Context: an optimization exercise on an open-source flow, tuned for small area and a short achievable clock period. The choices shown serve that exercise and are no tape-out recipe.
The RTL of this run was laid out without a check of its function.
In this run the design's own scripts or RTL, not TritonCTS, make the clock network.
The clock port is modelled as an ideal driver, which makes a skipped or thinned clock tree look cheaper than it is; a real chip needs a root buffer or a tree.
Power figures rest on the tool's default switching activity, not on a simulated workload.

===== design.v =====
module wallace_mult_top (
    input  logic        clk,
    input  logic        arst_n,
    input  logic        in_valid,
    input  logic [15:0] a,
    input  logic [15:0] b,
    output logic        out_valid,
    output logic [31:0] product,
    output logic        busy
);
    logic [2:0] vld_q;
    logic       busy_q;
    always_ff @(posedge clk or negedge arst_n) begin
        if (!arst_n) begin
            vld_q  <= '0;
            busy_q <= 1'b0;
        end else begin
            vld_q  <= {vld_q[1:0], in_valid};
            busy_q <= in_valid | (|vld_q[1:0]);
        end
    end
    assign out_valid = vld_q[2];
    assign busy      = busy_q;
    logic [15:0] a_q;
    logic        b15_q;
    logic [7:0]  one_q, two_q, neg_q;
    logic [31:0] opa_n, opb_n, prod_d;
    logic pp1;
    logic pp2;
    logic pp3;
    logic pp4;
    logic pp5;
    logic pp6;
    logic pp7;
    logic pp8;
    logic pp9;
    logic pp10;
    logic pp11;
    logic pp12;
    logic pp13;
    logic pp14;
    logic pp15;
    logic pp16;
    logic pp17;
    logic ng18;
    logic sg19;
    logic pp20;
    logic pp21;
    logic pp22;
    logic pp23;
    logic pp24;
    logic pp25;
    logic pp26;
    logic pp27;
    logic pp28;
    logic pp29;
    logic pp30;
    logic pp31;
    logic pp32;
    logic pp33;
    logic pp34;
    logic pp35;
    logic pp36;
    logic ng37;
    logic sg38;
    logic pp39;
    logic pp40;
    logic pp41;
    logic pp42;
    logic pp43;
    logic pp44;
    logic pp45;
    logic pp46;
    logic pp47;
    logic pp48;
    logic pp49;
    logic pp50;
    logic pp51;
    logic pp52;
    logic pp53;
    logic pp54;
    logic pp55;
    logic ng56;
    logic sg57;
    logic pp58;
    logic pp59;
    logic pp60;
    logic pp61;
    logic pp62;
    logic pp63;
    logic pp64;
    logic pp65;
    logic pp66;
    logic pp67;
    logic pp68;
    logic pp69;
    logic pp70;
    logic pp71;
    logic pp72;
    logic pp73;
    logic pp74;
    logic ng75;
    logic sg76;
    logic pp77;
    logic pp78;
    logic pp79;
    logic pp80;
    logic pp81;
    logic pp82;
    logic pp83;
    logic pp84;
    logic pp85;
    logic pp86;
    logic pp87;
    logic pp88;
    logic pp89;
    logic pp90;
    logic pp91;
    logic pp92;
    logic pp93;
    logic ng94;
    logic sg95;
    logic pp96;
    logic pp97;
    logic pp98;
    logic pp99;
    logic pp100;
    logic pp101;
    logic pp102;
    logic pp103;
    logic pp104;
    logic pp105;
    logic pp106;
    logic pp107;
    logic pp108;
    logic pp109;
    logic pp110;
    logic pp111;
    logic pp112;
    logic ng113;
    logic sg114;
    logic pp115;
    logic pp116;
    logic pp117;
    logic pp118;
    logic pp119;
    logic pp120;
    logic pp121;
    logic pp122;
    logic pp123;
    logic pp124;
    logic pp125;
    logic pp126;
    logic pp127;
    logic pp128;
    logic pp129;
    logic pp130;
    logic pp131;
    logic ng132;
    logic sg133;
    logic pp134;
    logic pp135;
    logic pp136;
    logic pp137;
    logic pp138;
    logic pp139;
    logic pp140;
    logic pp141;
    logic pp142;
    logic pp143;
    logic pp144;
    logic pp145;
    logic pp146;
    logic pp147;
    logic pp148;
    logic pp149;
    logic pp150;
    logic ng151;
    logic sg152;
    logic pp153;
    logic pp154;
    logic pp155;
    logic pp156;
    logic pp157;
    logic pp158;
    logic pp159;
    logic pp160;
    logic pp161;
    logic pp162;
    logic pp163;
    logic pp164;
    logic pp165;
    logic pp166;
    logic pp167;
    logic pp168;
    logic s169;
    logic c170;
    logic s171;
    logic c172;
    logic s173;
    logic c174;
    logic s175;
    logic c176;
    logic s177;
    logic c178;
    logic s179;
    logic c180;
    logic s181;
    logic c182;
    logic s183;
    logic c184;
    logic s185;
    logic c186;
    logic s187;
    logic c188;
    logic s189;
    logic c190;
    logic s191;
    logic c192;
    logic s193;
    logic c194;
    logic s195;
    logic c196;
    logic s197;
    logic c198;
    logic s199;
    logic c200;
    logic s201;
    logic c202;
    logic s203;
    logic c204;
    logic s205;
    logic c206;
    logic s207;
    logic c208;
    logic s209;
    logic c210;
    logic s211;
    logic c212;
    logic s213;
    logic c214;
    logic s215;
    logic c216;
    logic s217;
    logic c218;
    logic s219;
    logic c220;
    logic s221;
    logic c222;
    logic s223;
    logic c224;
    logic s225;
    logic c226;
    logic s227;
    logic c228;
    logic s229;
    logic c230;
    logic s231;
    logic c232;
    logic s233;
    logic c234;
    logic s235;
    logic c236;
    logic s237;
    logic c238;
    logic s239;
    logic c240;
    logic s241;
    logic c242;
    logic s243;
    logic c244;
    logic s245;
    logic c246;
    logic s247;
    logic c248;
    logic s249;
    logic c250;
    logic s251;
    logic c252;
    logic s253;
    logic c254;
    logic s255;
    logic c256;
    logic s257;
    logic c258;
    logic s259;
    logic c260;
    logic s261;
    logic c262;
    logic s263;
    logic c264;
    logic s265;
    logic c266;
    logic s267;
    logic c268;
    logic s269;
    logic c270;
    logic s271;
    logic c272;
    logic s273;
    logic c274;
    logic s275;
    logic c276;
    logic s277;
    logic c278;
    logic s279;
    logic c280;
    logic s281;
    logic c282;
    logic s283;
    logic c284;
    logic s285;
    logic c286;
    logic s287;
    logic c288;
    logic s289;
    logic c290;
    logic s291;
    logic c292;
    logic s293;
    logic c294;
    logic s295;
    logic c296;
    logic s297;
    logic c298;
    logic s299;
    logic c300;
    logic s301;
    logic c302;
    logic s303;
    logic c304;
    logic s305;
    logic c306;
    logic s307;
    logic c308;
    logic s309;
    logic c310;
    logic s311;
    logic c312;
    logic s313;
    logic c314;
    logic s315;
    logic c316;
    logic s317;
    logic c318;
    logic s319;
    logic c320;
    logic s321;
    logic c322;
    logic s323;
    logic c324;
    logic s325;
    logic c326;
    logic s327;
    logic c328;
    logic s329;
    logic c330;
    logic s331;
    logic c332;
    logic s333;
    logic c334;
    logic s335;
    logic c336;
    logic s337;
    logic c338;
    logic s339;
    logic c340;
    logic s341;
    logic c342;
    logic s343;
    logic c344;
    logic s345;
    logic c346;
    logic s347;
    logic c348;
    logic s349;
    logic c350;
    logic s351;
    logic c352;
    logic s353;
    logic c354;
    logic s355;
    logic c356;
    logic s357;
    logic c358;
    logic s359;
    logic c360;
    logic s361;
    logic c362;
    logic s363;
    logic c364;
    logic s365;
    logic c366;
    logic s367;
    logic c368;
    logic s369;
    logic c370;
    logic s371;
    logic c372;
    logic s373;
    logic c374;
    logic s375;
    logic c376;
    logic s377;
    logic c378;
    logic s379;
    logic c380;
    logic s381;
    logic c382;
    logic s383;
    logic c384;
    logic s385;
    logic c386;
    logic s387;
    logic c388;
    logic s389;
    logic c390;
    logic s391;
    logic c392;
    logic s393;
    logic c394;
    logic s395;
    logic c396;
    logic s397;
    logic c398;
    logic s399;
    logic c400;
    logic s401;
    logic c402;
    logic s403;
    logic c404;
    logic s405;
    logic c406;
    logic s407;
    logic c408;
    logic s409;
    logic c410;
    logic s411;
    logic c412;
    logic s413;
    logic c414;
    logic s415;
    logic c416;
    logic s417;
    logic c418;
    logic s419;
    logic c420;
    logic s421;
    logic c422;
    logic s423;
    logic c424;
    logic s425;
    logic c426;
    logic s427;
    logic c428;
    logic s429;
    logic c430;
    logic s431;
    logic c432;
    logic s433;
    logic c434;
    logic s435;
    logic c436;
    logic s437;
    logic c438;
    logic s439;
    logic c440;
    logic s441;
    logic c442;
    logic s443;
    logic c444;
    logic r0_c0_0;
    logic r0_c1_0;
    logic r0_c2_0;
    logic r0_c3_0;
    logic r0_c4_0;
    logic r0_c4_1;
    logic r0_c5_0;
    logic r0_c6_0;
    logic r0_c6_1;
    logic r0_c6_2;
    logic r0_c7_0;
    logic r0_c7_1;
    logic r0_c8_0;
    logic r0_c8_1;
    logic r0_c9_0;
    logic r0_c9_1;
    logic r0_c10_0;
    logic r0_c10_1;
    logic r0_c11_0;
    logic r0_c11_1;
    logic r0_c12_0;
    logic r0_c12_1;
    logic r0_c13_0;
    logic r0_c13_1;
    logic r0_c14_0;
    logic r0_c14_1;
    logic r0_c15_0;
    logic r0_c15_1;
    logic r0_c16_0;
    logic r0_c16_1;
    logic r0_c16_2;
    logic r0_c17_0;
    logic r0_c17_1;
    logic r0_c18_0;
    logic r0_c18_1;
    logic r0_c19_0;
    logic r0_c19_1;
    logic r0_c19_2;
    logic r0_c20_0;
    logic r0_c20_1;
    logic r0_c21_0;
    logic r0_c21_1;
    logic r0_c21_2;
    logic r0_c22_0;
    logic r0_c22_1;
    logic r0_c23_0;
    logic r0_c23_1;
    logic r0_c23_2;
    logic r0_c24_0;
    logic r0_c24_1;
    logic r0_c25_0;
    logic r0_c26_0;
    logic r0_c26_1;
    logic r0_c26_2;
    logic r0_c27_0;
    logic r0_c28_0;
    logic r0_c28_1;
    logic r0_c28_2;
    logic r0_c29_0;
    logic r0_c30_0;
    logic r0_c31_0;
    logic r0_c31_1;
    assign pp1 = ((a_q[0] & one_q[0]) | (1'b0 & two_q[0])) ^ neg_q[0];
    assign pp2 = ((a_q[1] & one_q[0]) | (a_q[0] & two_q[0])) ^ neg_q[0];
    assign pp3 = ((a_q[2] & one_q[0]) | (a_q[1] & two_q[0])) ^ neg_q[0];
    assign pp4 = ((a_q[3] & one_q[0]) | (a_q[2] & two_q[0])) ^ neg_q[0];
    assign pp5 = ((a_q[4] & one_q[0]) | (a_q[3] & two_q[0])) ^ neg_q[0];
    assign pp6 = ((a_q[5] & one_q[0]) | (a_q[4] & two_q[0])) ^ neg_q[0];
    assign pp7 = ((a_q[6] & one_q[0]) | (a_q[5] & two_q[0])) ^ neg_q[0];
    assign pp8 = ((a_q[7] & one_q[0]) | (a_q[6] & two_q[0])) ^ neg_q[0];
    assign pp9 = ((a_q[8] & one_q[0]) | (a_q[7] & two_q[0])) ^ neg_q[0];
    assign pp10 = ((a_q[9] & one_q[0]) | (a_q[8] & two_q[0])) ^ neg_q[0];
    assign pp11 = ((a_q[10] & one_q[0]) | (a_q[9] & two_q[0])) ^ neg_q[0];
    assign pp12 = ((a_q[11] & one_q[0]) | (a_q[10] & two_q[0])) ^ neg_q[0];
    assign pp13 = ((a_q[12] & one_q[0]) | (a_q[11] & two_q[0])) ^ neg_q[0];
    assign pp14 = ((a_q[13] & one_q[0]) | (a_q[12] & two_q[0])) ^ neg_q[0];
    assign pp15 = ((a_q[14] & one_q[0]) | (a_q[13] & two_q[0])) ^ neg_q[0];
    assign pp16 = ((a_q[15] & one_q[0]) | (a_q[14] & two_q[0])) ^ neg_q[0];
    assign pp17 = ((1'b0 & one_q[0]) | (a_q[15] & two_q[0])) ^ neg_q[0];
    assign ng18 = neg_q[0];
    assign sg19 = ~neg_q[0];
    assign pp20 = ((a_q[0] & one_q[1]) | (1'b0 & two_q[1])) ^ neg_q[1];
    assign pp21 = ((a_q[1] & one_q[1]) | (a_q[0] & two_q[1])) ^ neg_q[1];
    assign pp22 = ((a_q[2] & one_q[1]) | (a_q[1] & two_q[1])) ^ neg_q[1];
    assign pp23 = ((a_q[3] & one_q[1]) | (a_q[2] & two_q[1])) ^ neg_q[1];
    assign pp24 = ((a_q[4] & one_q[1]) | (a_q[3] & two_q[1])) ^ neg_q[1];
    assign pp25 = ((a_q[5] & one_q[1]) | (a_q[4] & two_q[1])) ^ neg_q[1];
    assign pp26 = ((a_q[6] & one_q[1]) | (a_q[5] & two_q[1])) ^ neg_q[1];
    assign pp27 = ((a_q[7] & one_q[1]) | (a_q[6] & two_q[1])) ^ neg_q[1];
    assign pp28 = ((a_q[8] & one_q[1]) | (a_q[7] & two_q[1])) ^ neg_q[1];
    assign pp29 = ((a_q[9] & one_q[1]) | (a_q[8] & two_q[1])) ^ neg_q[1];
    assign pp30 = ((a_q[10] & one_q[1]) | (a_q[9] & two_q[1])) ^ neg_q[1];
    assign pp31 = ((a_q[11] & one_q[1]) | (a_q[10] & two_q[1])) ^ neg_q[1];
    assign pp32 = ((a_q[12] & one_q[1]) | (a_q[11] & two_q[1])) ^ neg_q[1];
    assign pp33 = ((a_q[13] & one_q[1]) | (a_q[12] & two_q[1])) ^ neg_q[1];
    assign pp34 = ((a_q[14] & one_q[1]) | (a_q[13] & two_q[1])) ^ neg_q[1];
    assign pp35 = ((a_q[15] & one_q[1]) | (a_q[14] & two_q[1])) ^ neg_q[1];
    assign pp36 = ((1'b0 & one_q[1]) | (a_q[15] & two_q[1])) ^ neg_q[1];
    assign ng37 = neg_q[1];
    assign sg38 = ~neg_q[1];
    assign pp39 = ((a_q[0] & one_q[2]) | (1'b0 & two_q[2])) ^ neg_q[2];
    assign pp40 = ((a_q[1] & one_q[2]) | (a_q[0] & two_q[2])) ^ neg_q[2];
    assign pp41 = ((a_q[2] & one_q[2]) | (a_q[1] & two_q[2])) ^ neg_q[2];
    assign pp42 = ((a_q[3] & one_q[2]) | (a_q[2] & two_q[2])) ^ neg_q[2];
    assign pp43 = ((a_q[4] & one_q[2]) | (a_q[3] & two_q[2])) ^ neg_q[2];
    assign pp44 = ((a_q[5] & one_q[2]) | (a_q[4] & two_q[2])) ^ neg_q[2];
    assign pp45 = ((a_q[6] & one_q[2]) | (a_q[5] & two_q[2])) ^ neg_q[2];
    assign pp46 = ((a_q[7] & one_q[2]) | (a_q[6] & two_q[2])) ^ neg_q[2];
    assign pp47 = ((a_q[8] & one_q[2]) | (a_q[7] & two_q[2])) ^ neg_q[2];
    assign pp48 = ((a_q[9] & one_q[2]) | (a_q[8] & two_q[2])) ^ neg_q[2];
    assign pp49 = ((a_q[10] & one_q[2]) | (a_q[9] & two_q[2])) ^ neg_q[2];
    assign pp50 = ((a_q[11] & one_q[2]) | (a_q[10] & two_q[2])) ^ neg_q[2];
    assign pp51 = ((a_q[12] & one_q[2]) | (a_q[11] & two_q[2])) ^ neg_q[2];
    assign pp52 = ((a_q[13] & one_q[2]) | (a_q[12] & two_q[2])) ^ neg_q[2];
    assign pp53 = ((a_q[14] & one_q[2]) | (a_q[13] & two_q[2])) ^ neg_q[2];
    assign pp54 = ((a_q[15] & one_q[2]) | (a_q[14] & two_q[2])) ^ neg_q[2];
    assign pp55 = ((1'b0 & one_q[2]) | (a_q[15] & two_q[2])) ^ neg_q[2];
    assign ng56 = neg_q[2];
    assign sg57 = ~neg_q[2];
    assign pp58 = ((a_q[0] & one_q[3]) | (1'b0 & two_q[3])) ^ neg_q[3];
    assign pp59 = ((a_q[1] & one_q[3]) | (a_q[0] & two_q[3])) ^ neg_q[3];
    assign pp60 = ((a_q[2] & one_q[3]) | (a_q[1] & two_q[3])) ^ neg_q[3];
    assign pp61 = ((a_q[3] & one_q[3]) | (a_q[2] & two_q[3])) ^ neg_q[3];
    assign pp62 = ((a_q[4] & one_q[3]) | (a_q[3] & two_q[3])) ^ neg_q[3];
    assign pp63 = ((a_q[5] & one_q[3]) | (a_q[4] & two_q[3])) ^ neg_q[3];
    assign pp64 = ((a_q[6] & one_q[3]) | (a_q[5] & two_q[3])) ^ neg_q[3];
    assign pp65 = ((a_q[7] & one_q[3]) | (a_q[6] & two_q[3])) ^ neg_q[3];
    assign pp66 = ((a_q[8] & one_q[3]) | (a_q[7] & two_q[3])) ^ neg_q[3];
    assign pp67 = ((a_q[9] & one_q[3]) | (a_q[8] & two_q[3])) ^ neg_q[3];
    assign pp68 = ((a_q[10] & one_q[3]) | (a_q[9] & two_q[3])) ^ neg_q[3];
    assign pp69 = ((a_q[11] & one_q[3]) | (a_q[10] & two_q[3])) ^ neg_q[3];
    assign pp70 = ((a_q[12] & one_q[3]) | (a_q[11] & two_q[3])) ^ neg_q[3];
    assign pp71 = ((a_q[13] & one_q[3]) | (a_q[12] & two_q[3])) ^ neg_q[3];
    assign pp72 = ((a_q[14] & one_q[3]) | (a_q[13] & two_q[3])) ^ neg_q[3];
    assign pp73 = ((a_q[15] & one_q[3]) | (a_q[14] & two_q[3])) ^ neg_q[3];
    assign pp74 = ((1'b0 & one_q[3]) | (a_q[15] & two_q[3])) ^ neg_q[3];
    assign ng75 = neg_q[3];
    assign sg76 = ~neg_q[3];
    assign pp77 = ((a_q[0] & one_q[4]) | (1'b0 & two_q[4])) ^ neg_q[4];
    assign pp78 = ((a_q[1] & one_q[4]) | (a_q[0] & two_q[4])) ^ neg_q[4];
    assign pp79 = ((a_q[2] & one_q[4]) | (a_q[1] & two_q[4])) ^ neg_q[4];
    assign pp80 = ((a_q[3] & one_q[4]) | (a_q[2] & two_q[4])) ^ neg_q[4];
    assign pp81 = ((a_q[4] & one_q[4]) | (a_q[3] & two_q[4])) ^ neg_q[4];
    assign pp82 = ((a_q[5] & one_q[4]) | (a_q[4] & two_q[4])) ^ neg_q[4];
    assign pp83 = ((a_q[6] & one_q[4]) | (a_q[5] & two_q[4])) ^ neg_q[4];
    assign pp84 = ((a_q[7] & one_q[4]) | (a_q[6] & two_q[4])) ^ neg_q[4];
    assign pp85 = ((a_q[8] & one_q[4]) | (a_q[7] & two_q[4])) ^ neg_q[4];
    assign pp86 = ((a_q[9] & one_q[4]) | (a_q[8] & two_q[4])) ^ neg_q[4];
    assign pp87 = ((a_q[10] & one_q[4]) | (a_q[9] & two_q[4])) ^ neg_q[4];
    assign pp88 = ((a_q[11] & one_q[4]) | (a_q[10] & two_q[4])) ^ neg_q[4];
    assign pp89 = ((a_q[12] & one_q[4]) | (a_q[11] & two_q[4])) ^ neg_q[4];
    assign pp90 = ((a_q[13] & one_q[4]) | (a_q[12] & two_q[4])) ^ neg_q[4];
    assign pp91 = ((a_q[14] & one_q[4]) | (a_q[13] & two_q[4])) ^ neg_q[4];
    assign pp92 = ((a_q[15] & one_q[4]) | (a_q[14] & two_q[4])) ^ neg_q[4];
    assign pp93 = ((1'b0 & one_q[4]) | (a_q[15] & two_q[4])) ^ neg_q[4];
    assign ng94 = neg_q[4];
    assign sg95 = ~neg_q[4];
    assign pp96 = ((a_q[0] & one_q[5]) | (1'b0 & two_q[5])) ^ neg_q[5];
    assign pp97 = ((a_q[1] & one_q[5]) | (a_q[0] & two_q[5])) ^ neg_q[5];
    assign pp98 = ((a_q[2] & one_q[5]) | (a_q[1] & two_q[5])) ^ neg_q[5];
    assign pp99 = ((a_q[3] & one_q[5]) | (a_q[2] & two_q[5])) ^ neg_q[5];
    assign pp100 = ((a_q[4] & one_q[5]) | (a_q[3] & two_q[5])) ^ neg_q[5];
    assign pp101 = ((a_q[5] & one_q[5]) | (a_q[4] & two_q[5])) ^ neg_q[5];
    assign pp102 = ((a_q[6] & one_q[5]) | (a_q[5] & two_q[5])) ^ neg_q[5];
    assign pp103 = ((a_q[7] & one_q[5]) | (a_q[6] & two_q[5])) ^ neg_q[5];
    assign pp104 = ((a_q[8] & one_q[5]) | (a_q[7] & two_q[5])) ^ neg_q[5];
    assign pp105 = ((a_q[9] & one_q[5]) | (a_q[8] & two_q[5])) ^ neg_q[5];
    assign pp106 = ((a_q[10] & one_q[5]) | (a_q[9] & two_q[5])) ^ neg_q[5];
    assign pp107 = ((a_q[11] & one_q[5]) | (a_q[10] & two_q[5])) ^ neg_q[5];
    assign pp108 = ((a_q[12] & one_q[5]) | (a_q[11] & two_q[5])) ^ neg_q[5];
    assign pp109 = ((a_q[13] & one_q[5]) | (a_q[12] & two_q[5])) ^ neg_q[5];
    assign pp110 = ((a_q[14] & one_q[5]) | (a_q[13] & two_q[5])) ^ neg_q[5];
    assign pp111 = ((a_q[15] & one_q[5]) | (a_q[14] & two_q[5])) ^ neg_q[5];
    assign pp112 = ((1'b0 & one_q[5]) | (a_q[15] & two_q[5])) ^ neg_q[5];
    assign ng113 = neg_q[5];
    assign sg114 = ~neg_q[5];
    assign pp115 = ((a_q[0] & one_q[6]) | (1'b0 & two_q[6])) ^ neg_q[6];
    assign pp116 = ((a_q[1] & one_q[6]) | (a_q[0] & two_q[6])) ^ neg_q[6];
    assign pp117 = ((a_q[2] & one_q[6]) | (a_q[1] & two_q[6])) ^ neg_q[6];
    assign pp118 = ((a_q[3] & one_q[6]) | (a_q[2] & two_q[6])) ^ neg_q[6];
    assign pp119 = ((a_q[4] & one_q[6]) | (a_q[3] & two_q[6])) ^ neg_q[6];
    assign pp120 = ((a_q[5] & one_q[6]) | (a_q[4] & two_q[6])) ^ neg_q[6];
    assign pp121 = ((a_q[6] & one_q[6]) | (a_q[5] & two_q[6])) ^ neg_q[6];
    assign pp122 = ((a_q[7] & one_q[6]) | (a_q[6] & two_q[6])) ^ neg_q[6];
    assign pp123 = ((a_q[8] & one_q[6]) | (a_q[7] & two_q[6])) ^ neg_q[6];
    assign pp124 = ((a_q[9] & one_q[6]) | (a_q[8] & two_q[6])) ^ neg_q[6];
    assign pp125 = ((a_q[10] & one_q[6]) | (a_q[9] & two_q[6])) ^ neg_q[6];
    assign pp126 = ((a_q[11] & one_q[6]) | (a_q[10] & two_q[6])) ^ neg_q[6];
    assign pp127 = ((a_q[12] & one_q[6]) | (a_q[11] & two_q[6])) ^ neg_q[6];
    assign pp128 = ((a_q[13] & one_q[6]) | (a_q[12] & two_q[6])) ^ neg_q[6];
    assign pp129 = ((a_q[14] & one_q[6]) | (a_q[13] & two_q[6])) ^ neg_q[6];
    assign pp130 = ((a_q[15] & one_q[6]) | (a_q[14] & two_q[6])) ^ neg_q[6];
    assign pp131 = ((1'b0 & one_q[6]) | (a_q[15] & two_q[6])) ^ neg_q[6];
    assign ng132 = neg_q[6];
    assign sg133 = ~neg_q[6];
    assign pp134 = ((a_q[0] & one_q[7]) | (1'b0 & two_q[7])) ^ neg_q[7];
    assign pp135 = ((a_q[1] & one_q[7]) | (a_q[0] & two_q[7])) ^ neg_q[7];
    assign pp136 = ((a_q[2] & one_q[7]) | (a_q[1] & two_q[7])) ^ neg_q[7];
    assign pp137 = ((a_q[3] & one_q[7]) | (a_q[2] & two_q[7])) ^ neg_q[7];
    assign pp138 = ((a_q[4] & one_q[7]) | (a_q[3] & two_q[7])) ^ neg_q[7];
    assign pp139 = ((a_q[5] & one_q[7]) | (a_q[4] & two_q[7])) ^ neg_q[7];
    assign pp140 = ((a_q[6] & one_q[7]) | (a_q[5] & two_q[7])) ^ neg_q[7];
    assign pp141 = ((a_q[7] & one_q[7]) | (a_q[6] & two_q[7])) ^ neg_q[7];
    assign pp142 = ((a_q[8] & one_q[7]) | (a_q[7] & two_q[7])) ^ neg_q[7];
    assign pp143 = ((a_q[9] & one_q[7]) | (a_q[8] & two_q[7])) ^ neg_q[7];
    assign pp144 = ((a_q[10] & one_q[7]) | (a_q[9] & two_q[7])) ^ neg_q[7];
    assign pp145 = ((a_q[11] & one_q[7]) | (a_q[10] & two_q[7])) ^ neg_q[7];
    assign pp146 = ((a_q[12] & one_q[7]) | (a_q[11] & two_q[7])) ^ neg_q[7];
    assign pp147 = ((a_q[13] & one_q[7]) | (a_q[12] & two_q[7])) ^ neg_q[7];
    assign pp148 = ((a_q[14] & one_q[7]) | (a_q[13] & two_q[7])) ^ neg_q[7];
    assign pp149 = ((a_q[15] & one_q[7]) | (a_q[14] & two_q[7])) ^ neg_q[7];
    assign pp150 = ((1'b0 & one_q[7]) | (a_q[15] & two_q[7])) ^ neg_q[7];
    assign ng151 = neg_q[7];
    assign sg152 = ~neg_q[7];
    assign pp153 = a_q[0] & b15_q;
    assign pp154 = a_q[1] & b15_q;
    assign pp155 = a_q[2] & b15_q;
    assign pp156 = a_q[3] & b15_q;
    assign pp157 = a_q[4] & b15_q;
    assign pp158 = a_q[5] & b15_q;
    assign pp159 = a_q[6] & b15_q;
    assign pp160 = a_q[7] & b15_q;
    assign pp161 = a_q[8] & b15_q;
    assign pp162 = a_q[9] & b15_q;
    assign pp163 = a_q[10] & b15_q;
    assign pp164 = a_q[11] & b15_q;
    assign pp165 = a_q[12] & b15_q;
    assign pp166 = a_q[13] & b15_q;
    assign pp167 = a_q[14] & b15_q;
    assign pp168 = a_q[15] & b15_q;
    mha u_ha0 (.x(ng18), .y(pp1), .s(s169), .c(c170));
    mha u_ha1 (.x(pp2), .y(c170), .s(s171), .c(c172));
    mfa u_fa0 (.x(ng37), .y(pp20), .z(pp3), .s(s173), .c(c174));
    mha u_ha2 (.x(s173), .y(c172), .s(s175), .c(c176));
    mfa u_fa1 (.x(pp21), .y(pp4), .z(c174), .s(s177), .c(c178));
    mha u_ha3 (.x(s177), .y(c176), .s(s179), .c(c180));
    mfa u_fa2 (.x(ng56), .y(pp22), .z(pp39), .s(s181), .c(c182));
    mfa u_fa3 (.x(pp5), .y(s181), .z(c178), .s(s183), .c(c184));
    mfa u_fa4 (.x(pp23), .y(pp40), .z(pp6), .s(s185), .c(c186));
    mfa u_fa5 (.x(c182), .y(s185), .z(c184), .s(s187), .c(c188));
    mfa u_fa6 (.x(ng75), .y(pp24), .z(pp41), .s(s189), .c(c190));
    mfa u_fa7 (.x(pp58), .y(pp7), .z(c186), .s(s191), .c(c192));
    mfa u_fa8 (.x(pp25), .y(pp42), .z(pp59), .s(s193), .c(c194));
    mfa u_fa9 (.x(pp8), .y(c190), .z(s193), .s(s195), .c(c196));
    mfa u_fa10 (.x(ng94), .y(pp26), .z(pp43), .s(s197), .c(c198));
    mfa u_fa11 (.x(pp60), .y(pp77), .z(pp9), .s(s199), .c(c200));
    mfa u_fa12 (.x(c194), .y(s197), .z(s199), .s(s201), .c(c202));
    mfa u_fa13 (.x(pp10), .y(pp27), .z(pp44), .s(s203), .c(c204));
    mfa u_fa14 (.x(pp61), .y(pp78), .z(c198), .s(s205), .c(c206));
    mfa u_fa15 (.x(c200), .y(s203), .z(c202), .s(s207), .c(c208));
    mfa u_fa16 (.x(ng113), .y(pp11), .z(pp28), .s(s209), .c(c210));
    mfa u_fa17 (.x(pp45), .y(pp62), .z(pp79), .s(s211), .c(c212));
    mfa u_fa18 (.x(pp96), .y(c204), .z(s209), .s(s213), .c(c214));
    mfa u_fa19 (.x(s211), .y(c206), .z(s213), .s(s215), .c(c216));
    mfa u_fa20 (.x(pp12), .y(pp29), .z(pp46), .s(s217), .c(c218));
    mfa u_fa21 (.x(pp63), .y(pp80), .z(pp97), .s(s219), .c(c220));
    mfa u_fa22 (.x(c210), .y(c212), .z(s217), .s(s221), .c(c222));
    mfa u_fa23 (.x(s219), .y(c214), .z(s221), .s(s223), .c(c224));
    mfa u_fa24 (.x(ng132), .y(pp115), .z(pp13), .s(s225), .c(c226));
    mfa u_fa25 (.x(pp30), .y(pp47), .z(pp64), .s(s227), .c(c228));
    mfa u_fa26 (.x(pp81), .y(pp98), .z(c218), .s(s229), .c(c230));
    mfa u_fa27 (.x(c220), .y(s225), .z(s227), .s(s231), .c(c232));
    mfa u_fa28 (.x(c222), .y(s229), .z(s231), .s(s233), .c(c234));
    mfa u_fa29 (.x(pp116), .y(pp14), .z(pp31), .s(s235), .c(c236));
    mfa u_fa30 (.x(pp48), .y(pp65), .z(pp82), .s(s237), .c(c238));
    mfa u_fa31 (.x(pp99), .y(c226), .z(c228), .s(s239), .c(c240));
    mfa u_fa32 (.x(s235), .y(s237), .z(c230), .s(s241), .c(c242));
    mfa u_fa33 (.x(c232), .y(s239), .z(s241), .s(s243), .c(c244));
    mfa u_fa34 (.x(ng151), .y(pp100), .z(pp117), .s(s245), .c(c246));
    mfa u_fa35 (.x(pp134), .y(pp15), .z(pp32), .s(s247), .c(c248));
    mfa u_fa36 (.x(pp49), .y(pp66), .z(pp83), .s(s249), .c(c250));
    mfa u_fa37 (.x(c236), .y(c238), .z(s245), .s(s251), .c(c252));
    mfa u_fa38 (.x(s247), .y(s249), .z(c240), .s(s253), .c(c254));
    mfa u_fa39 (.x(s251), .y(c242), .z(s253), .s(s255), .c(c256));
    mfa u_fa40 (.x(pp101), .y(pp118), .z(pp135), .s(s257), .c(c258));
    mfa u_fa41 (.x(pp16), .y(pp33), .z(pp50), .s(s259), .c(c260));
    mfa u_fa42 (.x(pp67), .y(pp84), .z(c246), .s(s261), .c(c262));
    mfa u_fa43 (.x(c248), .y(c250), .z(s257), .s(s263), .c(c264));
    mfa u_fa44 (.x(s259), .y(c252), .z(s261), .s(s265), .c(c266));
    mfa u_fa45 (.x(s263), .y(c254), .z(s265), .s(s267), .c(c268));
    mfa u_fa46 (.x(pp153), .y(pp102), .z(pp119), .s(s269), .c(c270));
    mfa u_fa47 (.x(pp136), .y(pp17), .z(pp34), .s(s271), .c(c272));
    mfa u_fa48 (.x(pp51), .y(pp68), .z(pp85), .s(s273), .c(c274));
    mfa u_fa49 (.x(c258), .y(c260), .z(s269), .s(s275), .c(c276));
    mfa u_fa50 (.x(s271), .y(s273), .z(c262), .s(s277), .c(c278));
    mfa u_fa51 (.x(c264), .y(s275), .z(c266), .s(s279), .c(c280));
    mfa u_hc0 (.x(sg19), .y(pp154), .z(1'b1), .s(s281), .c(c282));
    mfa u_fa52 (.x(pp103), .y(pp120), .z(pp137), .s(s283), .c(c284));
    mfa u_fa53 (.x(pp35), .y(pp52), .z(pp69), .s(s285), .c(c286));
    mfa u_fa54 (.x(pp86), .y(s281), .z(c270), .s(s287), .c(c288));
    mfa u_fa55 (.x(c272), .y(c274), .z(s283), .s(s289), .c(c290));
    mfa u_fa56 (.x(s285), .y(c276), .z(s287), .s(s291), .c(c292));
    mfa u_fa57 (.x(s289), .y(c278), .z(s291), .s(s293), .c(c294));
    mfa u_hc1 (.x(pp155), .y(pp104), .z(1'b1), .s(s295), .c(c296));
    mfa u_fa58 (.x(pp121), .y(pp138), .z(pp36), .s(s297), .c(c298));
    mfa u_fa59 (.x(pp53), .y(pp70), .z(pp87), .s(s299), .c(c300));
    mfa u_fa60 (.x(c282), .y(s295), .z(c284), .s(s301), .c(c302));
    mfa u_fa61 (.x(c286), .y(s297), .z(s299), .s(s303), .c(c304));
    mfa u_fa62 (.x(c288), .y(c290), .z(s301), .s(s305), .c(c306));
    mfa u_fa63 (.x(s303), .y(c292), .z(s305), .s(s307), .c(c308));
    mfa u_fa64 (.x(sg38), .y(pp156), .z(pp105), .s(s309), .c(c310));
    mfa u_fa65 (.x(pp122), .y(pp139), .z(pp54), .s(s311), .c(c312));
    mfa u_fa66 (.x(pp71), .y(pp88), .z(c296), .s(s313), .c(c314));
    mfa u_fa67 (.x(c298), .y(c300), .z(s309), .s(s315), .c(c316));
    mfa u_fa68 (.x(s311), .y(s313), .z(c302), .s(s317), .c(c318));
    mfa u_fa69 (.x(c304), .y(s315), .z(c306), .s(s319), .c(c320));
    mfa u_hc2 (.x(pp157), .y(pp106), .z(1'b1), .s(s321), .c(c322));
    mfa u_fa70 (.x(pp123), .y(pp140), .z(pp55), .s(s323), .c(c324));
    mfa u_fa71 (.x(pp72), .y(pp89), .z(s321), .s(s325), .c(c326));
    mfa u_fa72 (.x(c310), .y(c312), .z(s323), .s(s327), .c(c328));
    mfa u_fa73 (.x(c314), .y(s325), .z(c316), .s(s329), .c(c330));
    mfa u_fa74 (.x(s327), .y(c318), .z(s329), .s(s331), .c(c332));
    mfa u_fa75 (.x(sg57), .y(pp158), .z(pp107), .s(s333), .c(c334));
    mfa u_fa76 (.x(pp124), .y(pp141), .z(pp73), .s(s335), .c(c336));
    mfa u_fa77 (.x(pp90), .y(c322), .z(c324), .s(s337), .c(c338));
    mfa u_fa78 (.x(s333), .y(s335), .z(c326), .s(s339), .c(c340));
    mfa u_fa79 (.x(c328), .y(s337), .z(s339), .s(s341), .c(c342));
    mfa u_hc3 (.x(pp159), .y(pp108), .z(1'b1), .s(s343), .c(c344));
    mfa u_fa80 (.x(pp125), .y(pp142), .z(pp74), .s(s345), .c(c346));
    mfa u_fa81 (.x(pp91), .y(s343), .z(c334), .s(s347), .c(c348));
    mfa u_fa82 (.x(c336), .y(s345), .z(c338), .s(s349), .c(c350));
    mfa u_fa83 (.x(s347), .y(c340), .z(s349), .s(s351), .c(c352));
    mfa u_fa84 (.x(sg76), .y(pp160), .z(pp109), .s(s353), .c(c354));
    mfa u_fa85 (.x(pp126), .y(pp143), .z(pp92), .s(s355), .c(c356));
    mfa u_fa86 (.x(c344), .y(c346), .z(s353), .s(s357), .c(c358));
    mfa u_fa87 (.x(s355), .y(c348), .z(s357), .s(s359), .c(c360));
    mfa u_hc4 (.x(pp161), .y(pp110), .z(1'b1), .s(s361), .c(c362));
    mfa u_fa88 (.x(pp127), .y(pp144), .z(pp93), .s(s363), .c(c364));
    mfa u_fa89 (.x(s361), .y(c354), .z(c356), .s(s365), .c(c366));
    mfa u_fa90 (.x(s363), .y(c358), .z(s365), .s(s367), .c(c368));
    mfa u_fa91 (.x(sg95), .y(pp162), .z(pp111), .s(s369), .c(c370));
    mfa u_fa92 (.x(pp128), .y(pp145), .z(c362), .s(s371), .c(c372));
    mfa u_fa93 (.x(c364), .y(s369), .z(s371), .s(s373), .c(c374));
    mfa u_fa94 (.x(c366), .y(s373), .z(c368), .s(s375), .c(c376));
    mfa u_hc5 (.x(pp163), .y(pp112), .z(1'b1), .s(s377), .c(c378));
    mfa u_fa95 (.x(pp129), .y(pp146), .z(s377), .s(s379), .c(c380));
    mfa u_fa96 (.x(c370), .y(c372), .z(s379), .s(s381), .c(c382));
    mfa u_fa97 (.x(sg114), .y(pp164), .z(pp130), .s(s383), .c(c384));
    mfa u_fa98 (.x(pp147), .y(c378), .z(s383), .s(s385), .c(c386));
    mfa u_fa99 (.x(c380), .y(s385), .z(c382), .s(s387), .c(c388));
    mfa u_hc6 (.x(pp165), .y(pp131), .z(1'b1), .s(s389), .c(c390));
    mfa u_fa100 (.x(pp148), .y(s389), .z(c384), .s(s391), .c(c392));
    mfa u_fa101 (.x(sg133), .y(pp166), .z(pp149), .s(s393), .c(c394));
    mfa u_fa102 (.x(c390), .y(s393), .z(c392), .s(s395), .c(c396));
    mfa u_hc7 (.x(pp167), .y(pp150), .z(1'b1), .s(s397), .c(c398));
    mfa u_fa103 (.x(s397), .y(c394), .z(c396), .s(s399), .c(c400));
    mfa u_fa104 (.x(sg152), .y(pp168), .z(c398), .s(s401), .c(c402));
    mfa u_fa105 (.x(r0_c6_0), .y(r0_c6_1), .z(r0_c6_2), .s(s403), .c(c404));
    mha u_ha4 (.x(r0_c7_0), .y(r0_c7_1), .s(s405), .c(c406));
    mha u_ha5 (.x(r0_c8_0), .y(r0_c8_1), .s(s407), .c(c408));
    mha u_ha6 (.x(r0_c9_0), .y(r0_c9_1), .s(s409), .c(c410));
    mha u_ha7 (.x(r0_c10_0), .y(r0_c10_1), .s(s411), .c(c412));
    mha u_ha8 (.x(r0_c11_0), .y(r0_c11_1), .s(s413), .c(c414));
    mha u_ha9 (.x(r0_c12_0), .y(r0_c12_1), .s(s415), .c(c416));
    mha u_ha10 (.x(r0_c13_0), .y(r0_c13_1), .s(s417), .c(c418));
    mha u_ha11 (.x(r0_c14_0), .y(r0_c14_1), .s(s419), .c(c420));
    mha u_ha12 (.x(r0_c15_0), .y(r0_c15_1), .s(s421), .c(c422));
    mfa u_fa106 (.x(r0_c16_0), .y(r0_c16_1), .z(r0_c16_2), .s(s423), .c(c424));
    mha u_ha13 (.x(r0_c17_0), .y(r0_c17_1), .s(s425), .c(c426));
    mha u_ha14 (.x(r0_c18_0), .y(r0_c18_1), .s(s427), .c(c428));
    mfa u_fa107 (.x(r0_c19_0), .y(r0_c19_1), .z(r0_c19_2), .s(s429), .c(c430));
    mha u_ha15 (.x(r0_c20_0), .y(r0_c20_1), .s(s431), .c(c432));
    mfa u_fa108 (.x(r0_c21_0), .y(r0_c21_1), .z(r0_c21_2), .s(s433), .c(c434));
    mha u_ha16 (.x(r0_c22_0), .y(r0_c22_1), .s(s435), .c(c436));
    mfa u_fa109 (.x(r0_c23_0), .y(r0_c23_1), .z(r0_c23_2), .s(s437), .c(c438));
    mha u_ha17 (.x(r0_c24_0), .y(r0_c24_1), .s(s439), .c(c440));
    mfa u_fa110 (.x(r0_c26_0), .y(r0_c26_1), .z(r0_c26_2), .s(s441), .c(c442));
    mfa u_fa111 (.x(r0_c28_0), .y(r0_c28_1), .z(r0_c28_2), .s(s443), .c(c444));
    assign opa_n = {r0_c31_0, r0_c30_0, r0_c29_0, s443, r0_c27_0, s441, r0_c25_0, c438, c436, c434, c432, c430, c428, c426, c424, c422, c420, c418, c416, c414, c412, c410, c408, c406, c404, s403, r0_c5_0, r0_c4_0, r0_c3_0, r0_c2_0, r0_c1_0, r0_c0_0};
    assign opb_n = {r0_c31_1, 1'b0, c444, 1'b0, c442, 1'b0, c440, s439, s437, s435, s433, s431, s429, s427, s425, s423, s421, s419, s417, s415, s413, s411, s409, s407, s405, 1'b0, 1'b0, r0_c4_1, 1'b0, 1'b0, 1'b0, 1'b0};
    assign prod_d = opa_n + opb_n;
    always_ff @(posedge clk) begin
        a_q <= a;
        one_q[0] <= b[0] ^ 1'b0;
        two_q[0] <= (b[1] & ~b[0] & ~1'b0) | (~b[1] & b[0] & 1'b0);
        neg_q[0] <= b[1] & ~(b[0] & 1'b0);
        one_q[1] <= b[2] ^ b[1];
        two_q[1] <= (b[3] & ~b[2] & ~b[1]) | (~b[3] & b[2] & b[1]);
        neg_q[1] <= b[3] & ~(b[2] & b[1]);
        one_q[2] <= b[4] ^ b[3];
        two_q[2] <= (b[5] & ~b[4] & ~b[3]) | (~b[5] & b[4] & b[3]);
        neg_q[2] <= b[5] & ~(b[4] & b[3]);
        one_q[3] <= b[6] ^ b[5];
        two_q[3] <= (b[7] & ~b[6] & ~b[5]) | (~b[7] & b[6] & b[5]);
        neg_q[3] <= b[7] & ~(b[6] & b[5]);
        one_q[4] <= b[8] ^ b[7];
        two_q[4] <= (b[9] & ~b[8] & ~b[7]) | (~b[9] & b[8] & b[7]);
        neg_q[4] <= b[9] & ~(b[8] & b[7]);
        one_q[5] <= b[10] ^ b[9];
        two_q[5] <= (b[11] & ~b[10] & ~b[9]) | (~b[11] & b[10] & b[9]);
        neg_q[5] <= b[11] & ~(b[10] & b[9]);
        one_q[6] <= b[12] ^ b[11];
        two_q[6] <= (b[13] & ~b[12] & ~b[11]) | (~b[13] & b[12] & b[11]);
        neg_q[6] <= b[13] & ~(b[12] & b[11]);
        one_q[7] <= b[14] ^ b[13];
        two_q[7] <= (b[15] & ~b[14] & ~b[13]) | (~b[15] & b[14] & b[13]);
        neg_q[7] <= b[15] & ~(b[14] & b[13]);
        b15_q <= b[15];
        r0_c0_0 <= s169;
        r0_c1_0 <= s171;
        r0_c2_0 <= s175;
        r0_c3_0 <= s179;
        r0_c4_0 <= s183;
        r0_c4_1 <= c180;
        r0_c5_0 <= s187;
        r0_c6_0 <= s189;
        r0_c6_1 <= s191;
        r0_c6_2 <= c188;
        r0_c7_0 <= c192;
        r0_c7_1 <= s195;
        r0_c8_0 <= c196;
        r0_c8_1 <= s201;
        r0_c9_0 <= s205;
        r0_c9_1 <= s207;
        r0_c10_0 <= c208;
        r0_c10_1 <= s215;
        r0_c11_0 <= c216;
        r0_c11_1 <= s223;
        r0_c12_0 <= c224;
        r0_c12_1 <= s233;
        r0_c13_0 <= c234;
        r0_c13_1 <= s243;
        r0_c14_0 <= c244;
        r0_c14_1 <= s255;
        r0_c15_0 <= c256;
        r0_c15_1 <= s267;
        r0_c16_0 <= s277;
        r0_c16_1 <= c268;
        r0_c16_2 <= s279;
        r0_c17_0 <= c280;
        r0_c17_1 <= s293;
        r0_c18_0 <= c294;
        r0_c18_1 <= s307;
        r0_c19_0 <= s317;
        r0_c19_1 <= c308;
        r0_c19_2 <= s319;
        r0_c20_0 <= c320;
        r0_c20_1 <= s331;
        r0_c21_0 <= c330;
        r0_c21_1 <= s341;
        r0_c21_2 <= c332;
        r0_c22_0 <= c342;
        r0_c22_1 <= s351;
        r0_c23_0 <= c350;
        r0_c23_1 <= s359;
        r0_c23_2 <= c352;
        r0_c24_0 <= s367;
        r0_c24_1 <= c360;
        r0_c25_0 <= s375;
        r0_c26_0 <= c374;
        r0_c26_1 <= s381;
        r0_c26_2 <= c376;
        r0_c27_0 <= s387;
        r0_c28_0 <= c386;
        r0_c28_1 <= s391;
        r0_c28_2 <= c388;
        r0_c29_0 <= s395;
        r0_c30_0 <= s399;
        r0_c31_0 <= s401;
        r0_c31_1 <= c400;
        product <= prod_d;
    end
endmodule
module mfa (input logic x, input logic y, input logic z, output logic s, output logic c);
    assign s = x ^ y ^ z;
    assign c = (x & y) | (x & z) | (y & z);
endmodule
module mha (input logic x, input logic y, output logic s, output logic c);
    assign s = x ^ y;
    assign c = x & y;
endmodule

===== flow/run.sh =====
#!/bin/bash
# The standard ORFS layout (standard.sh, with its synthesis unchanged) with three changes:
#  - every port is buffered with sky130_fd_sc_hd__buf_2 instead of the default delay buffer
#    (flow/place_pre.tcl, when present, picks buf_1 for inputs and buf_2 for outputs);
#  - the clock tree is built by flow/cts_pre.tcl instead of TritonCTS: the clock port drives
#    $CLK_NL1 first-level cells, each driving leaf cells placed at the centres of k-means
#    clusters of the flip-flops, so every flip-flop sees the same two cells;
#  - repair_timing aims for $SETUP_SLACK_MARGIN ns of extra setup slack.
# make's output goes to standard_flow.log; each ORFS step keeps its own log in orfs/logs.
set -euo pipefail
export BUFFER_PORTS_ARGS="-buffer_cell sky130_fd_sc_hd__buf_2"
export SETUP_SLACK_MARGIN=8.1
export PRE_CTS_TCL="$(pwd)/flow/cts_pre.tcl"
export CLK_NLEAF=8
export CLK_NL1=4
export CLK_LEAF_CELL=sky130_fd_sc_hd__clkinv_8
export CLK_L1_CELL=sky130_fd_sc_hd__clkinv_8
bash standard.sh > standard_flow.log 2>&1

===== flow/cts_pre.tcl =====
proc env_or { name dflt } {
  if { [info exists ::env($name)] && $::env($name) ne "" } { return $::env($name) }
  return $dflt
}
set nleaf [env_or CLK_NLEAF 8]
set nl1 [env_or CLK_NL1 2]
set leafcell [env_or CLK_LEAF_CELL sky130_fd_sc_hd__clkbuf_16]
set l1cell [env_or CLK_L1_CELL sky130_fd_sc_hd__clkbuf_16]

# Balanced k-means: pts is a list of {x y}; returns {assignment centres}
proc kmeans { pts k {slack 1} } {
  set n [llength $pts]
  set cx 0; set cy 0
  foreach p $pts { set cx [expr {$cx + [lindex $p 0]}]; set cy [expr {$cy + [lindex $p 1]}] }
  set cx [expr {$cx / $n}]; set cy [expr {$cy / $n}]
  set order {}
  for {set i 0} {$i < $n} {incr i} {
    set p [lindex $pts $i]
    lappend order [list $i [expr {atan2([lindex $p 1]-$cy, [lindex $p 0]-$cx)}]]
  }
  set order [lsort -real -index 1 $order]
  set cent {}
  for {set c 0} {$c < $k} {incr c} {
    set sx 0; set sy 0; set m 0
    for {set j [expr {$c * $n / $k}]} {$j < ($c + 1) * $n / $k} {incr j} {
      set p [lindex $pts [lindex [lindex $order $j] 0]]
      set sx [expr {$sx + [lindex $p 0]}]; set sy [expr {$sy + [lindex $p 1]}]; incr m
    }
    if {$m == 0} { lappend cent [list $cx $cy] } else { lappend cent [list [expr {$sx / $m}] [expr {$sy / $m}]] }
  }
  set cap [expr {int(ceil(double($n) / $k)) + $slack}]
  for {set iter 0} {$iter < 40} {incr iter} {
    set cnt [lrepeat $k 0]
    set assign [lrepeat $n -1]
    set cand {}
    for {set i 0} {$i < $n} {incr i} {
      set p [lindex $pts $i]
      set best 1e18
      for {set c 0} {$c < $k} {incr c} {
        set d [expr {abs([lindex $p 0]-[lindex $cent $c 0]) + abs([lindex $p 1]-[lindex $cent $c 1])}]
        if {$d < $best} { set best $d }
      }
      lappend cand [list $i $best]
    }
    foreach ib [lsort -real -decreasing -index 1 $cand] {
      set i [lindex $ib 0]; set p [lindex $pts $i]
      set bk -1; set best 1e18
      for {set c 0} {$c < $k} {incr c} {
        if {[lindex $cnt $c] >= $cap} continue
        set d [expr {abs([lindex $p 0]-[lindex $cent $c 0]) + abs([lindex $p 1]-[lindex $cent $c 1])}]
        if {$d < $best} { set best $d; set bk $c }
      }
      lset assign $i $bk
      lset cnt $bk [expr {[lindex $cnt $bk] + 1}]
    }
    set newc {}
    for {set c 0} {$c < $k} {incr c} {
      set sx 0; set sy 0; set m 0
      for {set i 0} {$i < $n} {incr i} {
        if {[lindex $assign $i] == $c} {
          set sx [expr {$sx + [lindex $pts $i 0]}]; set sy [expr {$sy + [lindex $pts $i 1]}]; incr m
        }
      }
      if {$m > 0} { lappend newc [list [expr {$sx / $m}] [expr {$sy / $m}]] } else { lappend newc [lindex $cent $c] }
    }
    set cent $newc
  }
  return [list $assign $cent]
}

proc add_buffer { block master name in_net x y } {
  set inst [odb::dbInst_create $block $master $name]
  set net [odb::dbNet_create $block "${name}_net"]
  $net setSigType CLOCK
  [$inst findITerm A] connect $in_net
  set out [$inst findITerm X]
  if { $out eq "NULL" } { set out [$inst findITerm Y] }
  $out connect $net
  $inst setLocation [expr {int($x)}] [expr {int($y)}]
  $inst setPlacementStatus PLACED
  return $net
}

set block [ord::get_db_block]
set db [ord::get_db]
set clk_net [$block findNet clk]
set sinks {}
foreach it [$clk_net getITerms] {
  if { [$it isInputSignal] } { lappend sinks $it }
}
set pts {}
foreach it $sinks {
  set bb [[$it getInst] getBBox]
  lappend pts [list [expr {([$bb xMin] + [$bb xMax]) / 2.0}] [expr {([$bb yMin] + [$bb yMax]) / 2.0}]]
}
puts "manual clock tree: [llength $sinks] sinks, $nleaf leaf buffers, $nl1 first-level buffers"
lassign [kmeans $pts $nleaf] leaf_of leaf_cent
if { $nl1 > 0 } {
  lassign [kmeans $leaf_cent $nl1 0] l1_of l1_cent
  for {set g 0} {$g < $nl1} {incr g} {
    set l1net($g) [add_buffer $block [$db findMaster $l1cell] "clkbuf_l1_$g" $clk_net {*}[lindex $l1_cent $g]]
  }
}
for {set c 0} {$c < $nleaf} {incr c} {
  set src $clk_net
  if { $nl1 > 0 } { set src $l1net([lindex $l1_of $c]) }
  set leafnet($c) [add_buffer $block [$db findMaster $leafcell] "clkbuf_leaf_$c" $src {*}[lindex $leaf_cent $c]]
}
for {set i 0} {$i < [llength $sinks]} {incr i} {
  set it [lindex $sinks $i]
  $it disconnect
  $it connect $leafnet([lindex $leaf_of $i])
}
# TritonCTS is not run: the buffers above are the whole tree.
proc clock_tree_synthesis { args } {
  puts "clock_tree_synthesis skipped: clock buffers were placed by cts_pre.tcl"
  set_propagated_clock [all_clocks]
}
# cts.tcl clones clock inverters next to their loads after this hook; the inverter pairs
# above are already placed by their loads, so that step is skipped as well.
proc repair_clock_inverters { args } {
  puts "repair_clock_inverters skipped: clock tree built by cts_pre.tcl"
}

===== standard.sh =====
#!/bin/bash
# synth_recipe.tcl (not shown) runs the flow's synth.tcl, then flattens the netlist and writes it again
# the make line also repeats each setting of config.mk as NAME=value (left out here)
make -C /OpenROAD-flow-scripts/flow DESIGN_CONFIG=/design/flow/config.mk WORK_HOME=/design/flow/orfs CLKGATE_MAP_FILE= SYNTH_SCRIPT=/design/flow/synth_recipe.tcl "${@:-finish}"

===== config.mk =====
export PLATFORM = sky130hd
export DESIGN_NAME = wallace_mult_top
export DESIGN_NICKNAME = wallace_mult_top
export VERILOG_FILES = /design/flow/design.v
export SDC_FILE = /design/flow/constraint.sdc
export NUM_CORES = 4
export LEC_CHECK = 0
export CAP_MARGIN = 20
export CORE_MARGIN = 2
export CORE_UTILIZATION = 40
export SLEW_MARGIN = 20
export SYNTH_HIERARCHICAL = 1
export SYNTH_MINIMUM_KEEP_SIZE = 0

===== constraint.sdc =====
create_clock -name core_clock -period 11.0 [get_ports {clk}]
set_input_delay 2.2000 -clock core_clock [delete_from_list [all_inputs] [get_ports {clk}]]
set_output_delay 2.2000 -clock core_clock [all_outputs]
set_load 0.01 [all_outputs]

==> flow_metrics.py <==
metrics = {
    "layout": {
        "final_cell_mix": "xnor2_1 (149), a22oi_1 (114), fa_1 (111), dfxtp_1 (100), buf_2 (68)",
        "fin_nets": 1121,
        "fillers": 2234,
        "syn_to_final_growth_pct": 13.7,
        "diodes": 0,
        "final_common_cell": "xnor2_1",
        "drive_above_1_share_pct": 21.6,
    },
    "setup_path": {
        "cpMaxStageDelayCell": "fa_1",
        "start_kind": "flop",
        "crit_chain": "a22oi_2 > xnor2_1 > fa_1 > fa_1 > fa_1 > fa_1",
        "r2r_end": "r0_c18_1",
        "cp_max_fo": 15,
        "cp_common_cell": "fa_1",
        "rrSetupSlack_ns": 8.14,
        "crit_type": "reg2reg",
        "timing.rr.start": "a_q[8]",
        "crit_arrival_ns": 2.88,
        "critPathMaxStageDelay_ns": 0.57,
        "end_kind": "flop",
        "r2r_cells": 6,
        "required_ns": 11.02,
    },
    "timing": {
        "fin_worst_hold_slack_ns": 0.332,
        "fin_crit_ns": 2.86,
        "finalMaxSlewViolations": 0,
        "finalSetupViolations": 0,
        "finalCritPeriodShare_pct": 26.0,
        "setup_tns_ns": 0,
        "clock_skew_ns": 0.0194,
        "final_hold_viol_count": 0,
        "setup_slack_ns": 8.14,
        "rsz0062_at_grt": "true",
        "timing.fmax_mhz": 350,
    },
    "synth": {
        "yosys-top-cells-area": "dfxtp_1 (28%), fa_1 (25%), xnor2_1 (14%)",
        "synth_edf_count": 0,
        "synth_top_family_by_area": "adder cells",
        "synth_area_um2": 9560,
        "yosys_warnings": 7,
        "synth_compound_area_share_pct": 14.5,
        "synth_seq_cells": 139,
        "synth_mux_area_share_pct": 0,
        "ys_seq_area_share_pct": 29.3,
        "ys_types": 48,
        "synthSimpleGateAreaFrac_pct": 6.14,
        "syn_inst": 864,
        "avgSynthCellArea_um2": 11.1,
        "synth.top_cell.area_share_pct": 28.3,
        "ys.flop_type": "dfxtp_1",
        "async_reset_ff_share_pct": 2.88,
        "synth_adder_area_share_pct": 31.4,
        "synth_xor_area_share_pct": 14.8,
        "synth_top_cell_by_area": "dfxtp_1",
    },
    "global_routing": {
        "grt_max_degree": 20,
        "groute.usage.overall_pct": 17.7,
        "grtUsageMet1_pct": 25.9,
        "top_usage_layer": "met2",
        "grt_pass1_wl_um": 35200,
        "met3_usage_pct": 3.13,
        "antenna_found_initial": 0,
        "grt_pass1_vias": 6369,
        "grt_remaining_overflow": 0,
        "met2_usage_pct": 27.3,
    },
    "floorplanning": {
        "io_pins": 69,
        "initial_core_util_pct": 40.7,
        "die_h_um": 159,
        "core_um2": 23500,
        "fp.dieArea_um2": 25100,
        "die_w_um": 159,
        "num_rows": 56,
    },
    "worst_hold_path": {
        "min_from": "r0_c3_0",
        "min_path_cells": 0,
        "hold_path_end": "product[3]",
        "holdCritPathClass": "reg2reg",
    },
    "drt": {
        "wirelength_um": 22700,
        "routed_via_density": 5.26,
        "ant_nets": 0,
        "num_vias": 6500,
        "drt-initial-drc-count": 538,
        "route.detailed.drc": 0,
        "routedWlPerCell_um": 18.4,
        "drtPass1Iterations": 6,
    },
    "run_status": {
        "status": "no timing/DRC/antenna violations",
    },
    "place": {
        "dp_slack_ns": 7.60,
        "gp_congestion": 0.867,
        "hpwl_um": 15500,
        "io_buffers": 68,
    },
    "cts": {
        "clock_latency_ns": 0.15,
        "hold_buffers": 0,
        "path_clk_slew_ns": 0.08,
    },
    "pwr": {
        "p_leak_nw": 4.21,
        "power_density_nw_per_um2": 278,
        "power_mw": 3.02,
        "vdd_drop_max_mv": 0.0961,
    },
    "job": {
        "max_cap_violations": 0,
    },
}
==> cells in the mapped netlist, types with 3 or more instances <==
library cell	count
xnor2_1	150
nor2b_1	9
o21a_1	3
a22oi_1	120
dfrtp_1	4
nand3_1	7
buf_1	6
nand4_1	3
a21o_1	6
dfxtp_1	135
xor2_1	11
nor2_1	15
fa_1	120
and2_1	20
nand2_1	29
inv_1	11
ha_1	48
clkbuf_1	76
or3_1	3
a21oi_1	22
nand3b_1	7
o21ai_0	17
nand2b_1	7
nor3_1	3
==> per-stage QoR <==
stage	cells	util, %	cell area [um2]
global placement	1180	42.9	10100
finish	1235	46.3	10900
CTS	1192	44.3	10400
detailed placement	1180	42.9	10100
floorplan	871	-	9750
global route	1235	46.3	10900
==> timing repair <==
action                     in CTS  in global routing
gates cloned                    0                  0
setup buffers                   0                 43
gates resized for setup        65                 32
pin swaps                       0                 10
hold endpoints to repair        0                  0
setup endpoints to repair      36                 31
==> cells by family (layout without fill, tap and decap cells) <==
family / after synthesis / in the layout
DFF: 139 / 139
AOI/OAI and AO/OA: 189 / 189
adders and majority gates: 168 / 168
other: 1 / 8
buffers and inverters: 96 / 141
and+or+nand+nor: 110 / 110
xor gates and xnor gates: 161 / 161
==> modules after synthesis, one instance, submodules excluded <==
module / times used / cell area (um2)
mfa: 120 / 20.0
mha: 18 / 12.5
wallace_mult_top: 1 / 6930
==> worst max-delay path by stage <==
| stage | slack [ns] | depth (start not counted) | end | start |
|---|---|---|---|---|
| 3_3_place_gp | 7.62 | 5 | r0_c18_1 | neg_q[5] |
| 6_report | 8.14 | 6 | r0_c18_1 | a_q[8] |
| 4_1_cts | 8.07 | 6 | r0_c18_1 | two_q[6] |
| 5_1_grt | 8.05 | 6 | r0_c18_1 | a_q[8] |
| 3_5_place_dp | 7.60 | 5 | r0_c18_1 | neg_q[5] |
| 2_1_floorplan | 8.09 | 8 | r0_c15_1 | one_q[5] |
==> worst max-delay path: cells and delay by family, from the launching register on <==
kind / cells / cell delay [ns]
adders and majority gates: 4 / 1.93
DFF: 1 / 0.47
xor gates and xnor gates: 1 / 0.23
AOI/OAI and AO/OA: 1 / 0.12
==> sequential cells by signal (all words and copies together) (netlist names), 3 cells and up <==
signal / cells
a_q: 16
neg_q: 8
one_q: 8
product: 32
two_q: 8
vld_q: 3
==> cell type report <==
class                           count  area, um2  share of cell area [%]
Sequential cell                   139       2930                    27.0
Timing Repair Buffer              118        779                    7.17
Inverter                           23        236                    2.18
Tap cell                          319        399                    3.67
Multi-Input combinational cell    636       6520                    60.0
==> power breakdown <==
| group | leakage, nW | switching [mW] | internal [mW] |
|---|---|---|---|
| Clock | 0.0827 | 0.190 | 0.0489 |
| Combinational | 2.93 | 1.05 | 0.897 |
| Sequential | 1.20 | 0.105 | 0.726 |
==> layer usage <==
metal  wire (um)  vias to the layer above
met5           0                        -
met4         598                        0
met3        1940                       39
met2        9790                      273
met1       10400                     3167
li1            -                     3021

what the ideal ports hide:
The flow's constraints put no driver on any port. The routed layout listed below was extracted and timed again, unchanged, in two steps. Step 1, drivers: a clkbuf_16 drives clk and a buf_2 each remaining input, both assumed. Step 2 adds t to the input delays and takes it off the output delays; t is the mean of the earliest and latest rising clock arrival at the registers after step 1. Input paths then give back, and output paths get back, about the clock's delay inside the block. a / b / c = no drivers / after step 1 / after step 2; a / b = the first two.
t, ns: 0.297
setup WS [ns]: 8.140 / 8.013 / 8.139
worst setup path at the end: register to register
worst data-port slew with drivers (ns): 0.03
After both steps setup and hold are still met in this run. For this run, drivers alone change the setup slack by -0.127 ns; drivers and shift together by -0.001 ns.
